Context: an optimization exercise on an open-source flow, tuned for small area, a short achievable clock period and few clock cycles. The choices shown serve that exercise and are no tape-out recipe. RTL that was checked went through simulation tests only; none was proved equivalent to the original.

// accel_top
module accel_top #(
  parameter int ARRAY_N = 4
) (
  input  logic        clk,
  input  logic        arst_n,
  input  logic        psel,
  input  logic        penable,
  input  logic        pwrite,
  input  logic [11:0] paddr,
  input  logic [31:0] pwdata,
  output logic [31:0] prdata,
  output logic        pready,
  output logic        pslverr,
  output logic        interrupt,
  output logic        busy
);
==> module accel_top, before the edit <==
module accel_top #(
  parameter int ARRAY_N = 4
) (
  input  logic        clk,
  input  logic        arst_n,
  input  logic        psel,
  input  logic        penable,
  input  logic        pwrite,
  input  logic [11:0] paddr,
  input  logic [31:0] pwdata,
  output logic [31:0] prdata,
  output logic        pready,
  output logic        pslverr,
  output logic        interrupt,
  output logic        busy
);
  localparam int CELLS   = ARRAY_N * ARRAY_N;
  localparam int CS_BITS = 90;
  logic       setup;
  logic       in_buf;
  logic       hit_ctrl, hit_status, hit_a, hit_b, hit_c;
  logic       ro_bits;
  logic       dec_err;
  logic [3:0] pidx;
  assign setup      = psel && !penable;
  assign in_buf     = (paddr[1:0] == 2'b00) && (paddr[7:6] == 2'b00);
  assign hit_ctrl   = (paddr == 12'h000);
  assign hit_status = (paddr == 12'h004);
  assign hit_a      = in_buf && (paddr[11:8] == 4'h1);
  assign hit_b      = in_buf && (paddr[11:8] == 4'h2);
  assign hit_c      = in_buf && (paddr[11:8] == 4'h3);
  assign ro_bits    = |{pwdata[31:2], pwdata[0]};
  assign pidx       = paddr[5:2];
  always_comb begin
    if (pwrite) begin
      dec_err = !(hit_ctrl || hit_status || hit_a || hit_b) || (hit_status && ro_bits) ||
                ((hit_a || hit_b) && busy);
    end else begin
      dec_err = !(hit_ctrl || hit_status || hit_a || hit_b || hit_c);
    end
  end
  logic       wr_a_q, wr_b_q, wr_ctrl_q, start_q, clr_q, err_q;
  logic       rd_status, rd_ctrl, rd_c;
  logic [3:0] idx_q;
  logic       c_pend, c_pend_n;
  logic [3:0] idx_n;
  logic       c_hit, c_hit_n;
  logic       cvalid;
  logic       irq_en, irq_en_n;
  logic       done, done_n;
  logic       start;
  logic       pready_q;
  assign rd_status = setup && !pwrite && hit_status;
  assign rd_ctrl   = setup && !pwrite && hit_ctrl;
  assign rd_c      = setup && !pwrite && hit_c;
  always_ff @(posedge clk or negedge arst_n) begin
    if (!arst_n) begin
      wr_a_q      <= 1'b0;
      wr_b_q      <= 1'b0;
      wr_ctrl_q   <= 1'b0;
      start_q     <= 1'b0;
      clr_q       <= 1'b0;
      err_q       <= 1'b0;
      idx_q       <= '0;
      c_pend      <= 1'b0;
      c_hit       <= 1'b0;
      pready_q    <= 1'b1;
    end else begin
      wr_a_q      <= setup && pwrite && hit_a && !busy;
      wr_b_q      <= setup && pwrite && hit_b && !busy;
      wr_ctrl_q   <= setup && pwrite && hit_ctrl;
      start_q     <= setup && pwrite && hit_ctrl && pwdata[0];
      clr_q       <= setup && pwrite && hit_status && !ro_bits && pwdata[1];
      err_q       <= setup && dec_err;
      idx_q       <= idx_n;
      c_pend      <= c_pend_n;
      c_hit       <= c_hit_n;
      pready_q    <= !c_pend_n || c_hit_n;
    end
  end
  logic interrupt_q;
  assign start    = start_q && !busy;
  assign irq_en_n = wr_ctrl_q ? pwdata[1] : irq_en;
  assign done_n   = busy || (done && !clr_q);
  always_ff @(posedge clk or negedge arst_n) begin
    if (!arst_n) begin
      busy        <= 1'b0;
      done        <= 1'b0;
      irq_en      <= 1'b0;
      cvalid      <= 1'b0;
      interrupt_q <= 1'b0;
    end else begin
      busy        <= start;
      done        <= done_n;
      irq_en      <= irq_en_n;
      interrupt_q <= done_n && irq_en_n;
      if (start) begin
        cvalid <= 1'b1;
      end
    end
  end
  assign interrupt = interrupt_q;
  logic [7:0] a_buf [CELLS];
  logic [7:0] b_buf [CELLS];
  logic [7:0] a_run [CELLS];
  logic [7:0] b_run [CELLS];
  always_ff @(posedge clk or negedge arst_n) begin
    if (!arst_n) begin
      for (int n = 0; n < CELLS; n++) begin
        a_buf[n] <= '0;
        b_buf[n] <= '0;
      end
    end else begin
      for (int n = 0; n < CELLS; n++) begin
        if (wr_a_q && idx_q == 4'(n)) a_buf[n] <= pwdata[7:0];
        if (wr_b_q && idx_q == 4'(n)) b_buf[n] <= pwdata[7:0];
      end
    end
  end
  always_ff @(posedge clk) begin
    if (start) begin
      for (int n = 0; n < CELLS; n++) begin
        a_run[n] <= a_buf[n];
        b_run[n] <= b_buf[n];
      end
    end
  end
  logic [3:0]  p_idx;            
  logic [3:0]  op_idx, t1_idx, res_idx;
  logic        op_v, t1_v, res_v;
  logic [31:0] arow, bcol;
  logic [31:0] op_a, op_b;
  logic [CS_BITS-1:0] cs_d, cs_q;
  logic [23:0] dot;
  logic [23:0] rdata_q;
  logic        in_flight;
  logic        held;
  for (genvar k = 0; k < ARRAY_N; k++) begin : g_sel
    assign arow[k*8 +: 8] = a_run[p_idx[3:2] * ARRAY_N + k];
    assign bcol[k*8 +: 8] = b_run[k * ARRAY_N + p_idx[1:0]];
  end
  dot_tree u_tree (.a(op_a), .b(op_b), .cs(cs_d));
  dot_sum  u_sum  (.cs(cs_q), .dot(dot));
  always_ff @(posedge clk) begin
    op_a  <= arow;
    op_b  <= bcol;
    cs_q  <= cs_d;
  end
  assign in_flight = (p_idx == pidx) || (op_v && op_idx == pidx) || (t1_v && t1_idx == pidx);
  assign held = (p_idx == idx_q) || (op_v && op_idx == idx_q) || (t1_v && t1_idx == idx_q) ||
                (res_v && res_idx == idx_q);
  assign idx_n    = setup ? pidx : idx_q;
  assign c_pend_n = setup ? rd_c : (c_pend && !c_hit);
  assign c_hit_n  = c_pend_n && t1_v && !start && (t1_idx == idx_n);
  always_ff @(posedge clk) begin
    if (c_pend_n) begin
      rdata_q <= cvalid ? dot : 24'd0;
    end else begin
      rdata_q <= {22'd0, (rd_status && done_n) || (rd_ctrl && irq_en_n), rd_status && start};
    end
  end
  always_ff @(posedge clk or negedge arst_n) begin
    if (!arst_n) begin
      p_idx   <= '0;
      op_idx  <= '0;
      t1_idx  <= '0;
      res_idx <= '0;
      op_v    <= 1'b0;
      t1_v    <= 1'b0;
      res_v   <= 1'b0;
    end else begin
      op_idx  <= p_idx;
      t1_idx  <= op_idx;
      res_idx <= t1_idx;
      op_v    <= !start;
      t1_v    <= op_v && !start;
      res_v   <= t1_v && !start;
      if (setup && !pwrite && hit_c) begin
        if (!in_flight) begin
          p_idx <= pidx;
        end else if (p_idx == pidx) begin
          p_idx <= pidx + 4'd1;
        end else begin
          p_idx <= pidx + 4'd2;
        end
      end else if (start) begin
        p_idx <= '0;
      end else if (c_pend && !held) begin
        p_idx <= idx_q;
      end else if (c_pend && p_idx == idx_q) begin
        p_idx <= idx_q + 4'd1;
      end else if (busy) begin
        p_idx <= 4'd1;
      end
    end
  end
  assign pready  = pready_q;
  assign pslverr = err_q;
  assign prdata  = {8'd0, rdata_q};
endmodule
export LEC_CHECK = 0
export CAP_MARGIN = 20
export CORE_MARGIN = 2
export CORE_UTILIZATION = 40
export PLACE_DENSITY = 0.6
export SLEW_MARGIN = 20
create_clock -name core_clock -period 10.0 [get_ports {clk}]
standard.sh (not shown) runs the stock make flow with config.mk's settings and CLKGATE_MAP_FILE= SYNTH_SCRIPT=/design/flow/synth_recipe.tcl, a recipe that flattens the netlist after the stock synthesis.
==> flow/flow/run.sh <==
#!/bin/bash
# layout flow: the standard flow, with timing repair asked for 6.6 ns of setup slack
# so that it keeps improving the achieved period beyond the 10 ns clock
set -euo pipefail
bash standard.sh SETUP_SLACK_MARGIN=6.6 finish > standard.log 2>&1
Next try:
--- a/flow/design.v
+++ b/flow/design.v
@@ -1607,11 +1607,12 @@
   logic       done, done_n;
   logic       start;
   logic       pready_q;
   assign rd_status = setup && !pwrite && hit_status;
   assign rd_ctrl   = setup && !pwrite && hit_ctrl;
-  assign rd_c      = setup && !pwrite && hit_c;
+  assign rd_c      = psel && !penable && !pwrite && (paddr[11:8] == 4'h3) &&
+                     (paddr[7:6] == 2'b00) && (paddr[1:0] == 2'b00);
   always_ff @(posedge clk or negedge arst_n) begin
     if (!arst_n) begin
       wr_a_q      <= 1'b0;
       wr_b_q      <= 1'b0;
       wr_ctrl_q   <= 1'b0;
@@ -1705,17 +1706,19 @@
   end
   assign in_flight = (p_idx == pidx) || (op_v && op_idx == pidx) || (t1_v && t1_idx == pidx);
   assign held = (p_idx == idx_q) || (op_v && op_idx == idx_q) || (t1_v && t1_idx == idx_q) ||
                 (res_v && res_idx == idx_q);
   assign idx_n    = setup ? pidx : idx_q;
-  assign c_pend_n = setup ? rd_c : (c_pend && !c_hit);
-  assign c_hit_n  = c_pend_n && t1_v && !start && (t1_idx == idx_n);
+  assign c_pend_n = rd_c || (c_pend && !c_hit);
+  assign c_hit_n  = t1_v && !start &&
+                    ((rd_c && t1_idx == pidx) || (c_pend && !c_hit && t1_idx == idx_q));
   always_ff @(posedge clk) begin
+    rdata_q[23:2] <= (c_pend_n && cvalid) ? dot[23:2] : 22'd0;
     if (c_pend_n) begin
-      rdata_q <= cvalid ? dot : 24'd0;
+      rdata_q[1:0] <= cvalid ? dot[1:0] : 2'd0;
     end else begin
-      rdata_q <= {22'd0, (rd_status && done_n) || (rd_ctrl && irq_en_n), rd_status && start};
+      rdata_q[1:0] <= {(rd_status && done_n) || (rd_ctrl && irq_en_n), rd_status && start};
     end
   end
   always_ff @(posedge clk or negedge arst_n) begin
     if (!arst_n) begin
       p_idx   <= '0;
Outcome: The new run completed without violations; wire length shrinks by 5.2%; final cell count shrinks by 0.49%; clock skew shrinks by 0.016 ns; cell area shrinks by 1.4%; synthesized area stays flat; first-iteration DRC count shrinks by 14%.
No functional check of the RTL was part of any run of this note.

* * *

accel_top, a different RTL version from the one above (not shown whole).
Size: roughly 1800 cells after synthesis, roughly 710 flip-flops, ~85 I/O pins, about 28000 um2 of cells after synthesis.
clock: 10.0 ns
lec_check: 0
cap_margin: 20
core_margin: 2
core_utilization: 40
cts_buf_list: sky130_fd_sc_hd__clkbuf_16
cts_cluster_diameter: 80
cts_cluster_size: 32
place_density: 0.6
slew_margin: 20
==> flow/flow/run.sh <==
#!/bin/bash
# layout flow: the standard flow, with timing repair asked for 6.6 ns of setup slack so
# that it keeps improving the achieved period beyond the 10 ns clock, and with plain
# buffers (rather than delay cells) on the ports
set -euo pipefail
bash standard.sh SETUP_SLACK_MARGIN=6.6 \
  "BUFFER_PORTS_ARGS=-buffer_cell sky130_fd_sc_hd__buf_2" finish > standard.log 2>&1
The first run completed with no timing, DRC or antenna violations.
Next try:
--- a/flow/design.v
+++ b/flow/design.v
@@ -923,50 +923,48 @@
   input  logic        penable,
   input  logic        pwrite,
   input  logic [11:0] paddr,
   input  logic [31:0] pwdata,
   output logic [31:0] prdata,
   output logic        pready,
   output logic        pslverr,
   output logic        interrupt,
   output logic        busy
 );
   localparam int CELLS  = ARRAY_N * ARRAY_N;
   localparam int T_BITS = 58;
-  logic       setup;             
-  logic       sweep;             
-  logic [2:0] scnt;
+  logic       setup;
   logic       in_buf;
   logic       hit_ctrl, hit_status, hit_a, hit_b;
   logic       ro_bits;
   logic       dec_err;
   logic [3:0] pidx;
   logic       rd_c, rd_status, rd_ctrl, rd_other;
-  assign setup      = psel && (sweep ? (scnt == 3'd7) : !penable);
+  assign setup      = psel && !penable;
   assign in_buf     = (paddr[1:0] == 2'b00) && (paddr[7:6] == 2'b00);
   assign hit_ctrl   = (paddr == 12'h000);
   assign hit_status = (paddr == 12'h004);
   assign hit_a      = in_buf && (paddr[11:8] == 4'h1);
   assign hit_b      = in_buf && (paddr[11:8] == 4'h2);
   assign ro_bits    = |{pwdata[31:2], pwdata[0]};
   assign pidx       = paddr[5:2];
   always_comb begin
     if (pwrite) begin
       dec_err = !(hit_ctrl || hit_status || hit_a || hit_b) || (hit_status && ro_bits) ||
                 ((hit_a || hit_b) && busy);
     end else begin
       dec_err = !(hit_ctrl || hit_status || hit_a || hit_b || (in_buf && paddr[11:8] == 4'h3));
     end
   end
-  assign rd_c      = setup && !pwrite && (paddr[11:8] == 4'h3) &&
+  assign rd_c      = psel && !penable && !pwrite && (paddr[11:8] == 4'h3) &&
                      (paddr[7:6] == 2'b00) && (paddr[1:0] == 2'b00);
   assign rd_status = setup && !pwrite && hit_status;
   assign rd_ctrl   = setup && !pwrite && hit_ctrl;
   assign rd_other  = setup && !pwrite && !rd_c;
   logic       wr_a_q, wr_b_q, wr_ctrl_q, start_q, clr_q, err_q;
   logic [3:0] idx_q;
   logic       start;
   logic       cvalid;
   logic       irq_en, irq_en_n;
   logic       done, done_n;
   logic       interrupt_q;
   assign start    = start_q && !busy;
@@ -1003,40 +1001,32 @@
       if (start) begin
         cvalid <= 1'b1;
       end
     end
   end
   assign interrupt = interrupt_q;
   logic [7:0] a_buf [CELLS];
   logic [7:0] b_buf [CELLS];
   logic [7:0] a_run [CELLS];
   logic [7:0] b_run [CELLS];
   always_ff @(posedge clk or negedge arst_n) begin
     if (!arst_n) begin
-      sweep <= 1'b1;
-      scnt  <= '0;
-    end else if (sweep) begin
-      scnt <= scnt + 3'd1;
-      if (scnt == 3'd7) begin
-        sweep <= 1'b0;
-      end
-    end
-  end
-  always_ff @(posedge clk) begin
-    for (int n = 0; n < CELLS; n++) begin
-      if (sweep ? (scnt == 3'(n)) : (wr_a_q && idx_q == 4'(n))) begin
-        a_buf[n] <= sweep ? 8'd0 : pwdata[7:0];
+      for (int n = 0; n < CELLS; n++) begin
+        a_buf[n] <= '0;
+        b_buf[n] <= '0;
       end
-      if (sweep ? (scnt == 3'(n)) : (wr_b_q && idx_q == 4'(n))) begin
-        b_buf[n] <= sweep ? 8'd0 : pwdata[7:0];
+    end else begin
+      for (int n = 0; n < CELLS; n++) begin
+        if (wr_a_q && idx_q == 4'(n)) a_buf[n] <= pwdata[7:0];
+        if (wr_b_q && idx_q == 4'(n)) b_buf[n] <= pwdata[7:0];
       end
     end
   end
   always_ff @(posedge clk) begin
     if (start) begin
       for (int n = 0; n < CELLS; n++) begin
         a_run[n] <= a_buf[n];
         b_run[n] <= b_buf[n];
       end
     end
   end
   logic [3:0]  e_idx;             
@@ -1071,26 +1061,26 @@
   assign sum     = acc_x + acc_y;
   always_ff @(posedge clk) begin
     op_a  <= a_sel;
     op_b  <= b_sel;
     t_q   <= t_d;
     acc_x <= acc_u;
     acc_y <= acc_v_row;
   end
   assign acc_done = acc_v && acc_ph;
   assign e_off = e_idx - base;
   assign e_go  = e_ph || (e_off < 4'd3);
   assign in_flight = (res_v && res_idx == idx_q) || (e_go && e_idx == idx_q) ||
-                     (op_v && op_ph && op_idx == idx_q) || (t_v && t_ph && t_idx == idx_q) ||
-                     (acc_v && acc_ph && acc_idx == idx_q);
+                     (op_v && op_idx == idx_q) || (t_v && t_idx == idx_q) ||
+                     (acc_v && acc_idx == idx_q);
   always_ff @(posedge clk or negedge arst_n) begin
     if (!arst_n) begin
       e_idx   <= '0;
       e_ph    <= 1'b0;
       base    <= '0;
       op_idx  <= '0;
       t_idx   <= '0;
       acc_idx <= '0;
       op_ph   <= 1'b0;
       t_ph    <= 1'b0;
       acc_ph  <= 1'b0;
       op_v    <= 1'b0;
@@ -1130,32 +1120,32 @@
   assign c_pend_n  = rd_c || (c_pend && !c_hit);
   assign res_v_n   = !start && !rd_other && (acc_done || res_v);
   assign res_idx_n = acc_done ? acc_idx : res_idx;
   assign c_hit_n   = (acc_done || res_v) &&
                      ((rd_c && res_idx_n == pidx) || (c_pend && !c_hit && res_idx_n == idx_q));
   always_ff @(posedge clk or negedge arst_n) begin
     if (!arst_n) begin
       res_v    <= 1'b0;
       res_idx  <= '0;
       c_first  <= 1'b0;
       c_pend   <= 1'b0;
       c_hit    <= 1'b0;
-      pready_q <= 1'b0;
+      pready_q <= 1'b1;
     end else begin
       res_v    <= res_v_n;
       res_idx  <= res_idx_n;
       c_first  <= rd_c;
       c_pend   <= c_pend_n;
       c_hit    <= c_hit_n;
-      pready_q <= !(sweep && scnt != 3'd7) && (!c_pend_n || c_hit_n);
+      pready_q <= !c_pend_n || c_hit_n;
     end
   end
   always_ff @(posedge clk) begin
     if (rd_other) begin
       rdata_q <= {22'd0, (rd_status && done_n) || (rd_ctrl && irq_en_n), rd_status && start};
     end else if (acc_done) begin
       rdata_q <= cvalid ? {6'd0, sum} : 24'd0;
     end
   end
   assign pready  = pready_q;
   assign pslverr = err_q;
   assign prdata  = {8'd0, rdata_q};
Non-clock buffer count decreases by 22.
Synthesized cell count goes up by 10%.
Flip-flop and latch count came out lower by 4.
Global-route usage is about the same.
Die area is higher by 4.2%.
Clock skew went down by 0.011 ns.
Worst hold slack got worse by 0.016 ns.
Final area rises by 2.6%.
Testbench counts after the change, summed over its fixed seeds: cycles 6,656.
Only the layout flow was run in the first run of this note; the RTL was not checked for function there.

## separate check: timing with driven ports
The results above use ideal ports. As a check the final layouts listed here were re-extracted and re-timed, cells and wires unchanged.
Step 1: set_driving_cell puts a clkbuf_16 on clk and a buf_2 on each other input, an assumption about the parent block.
Step 2, shift: input delay + t, output delay - t, t = (earliest + latest rising clock arrival at the registers) / 2. This alone moves slack from input paths to output paths.
a / b / c = no drivers / after step 1 / after step 2; a / b = the first two.
run	shift t [ns]	setup slack, ns	worst hold slack (ns)	worst setup path after step 2
the first run of note 1	0.668	6.290 / 6.290 / 5.668	0.437 / 0.437 / 0.437	input to register
the second run of note 1	0.677	6.466 / 6.466 / 5.993	0.431 / 0.431 / 0.431	input to register
the first run of note 2	0.704	6.665 / 6.656 / 5.993	0.373 / 0.373 / 0.373	input to register
the second run of note 2	0.693	6.714 / 6.657 / 6.140	0.357 / 0.357 / 0.357	input to register
After both steps every run listed still meets setup and hold. The setup slack of the first run of note 2, which loses most, moves by -0.009 ns with the drivers and by -0.672 ns with both steps.
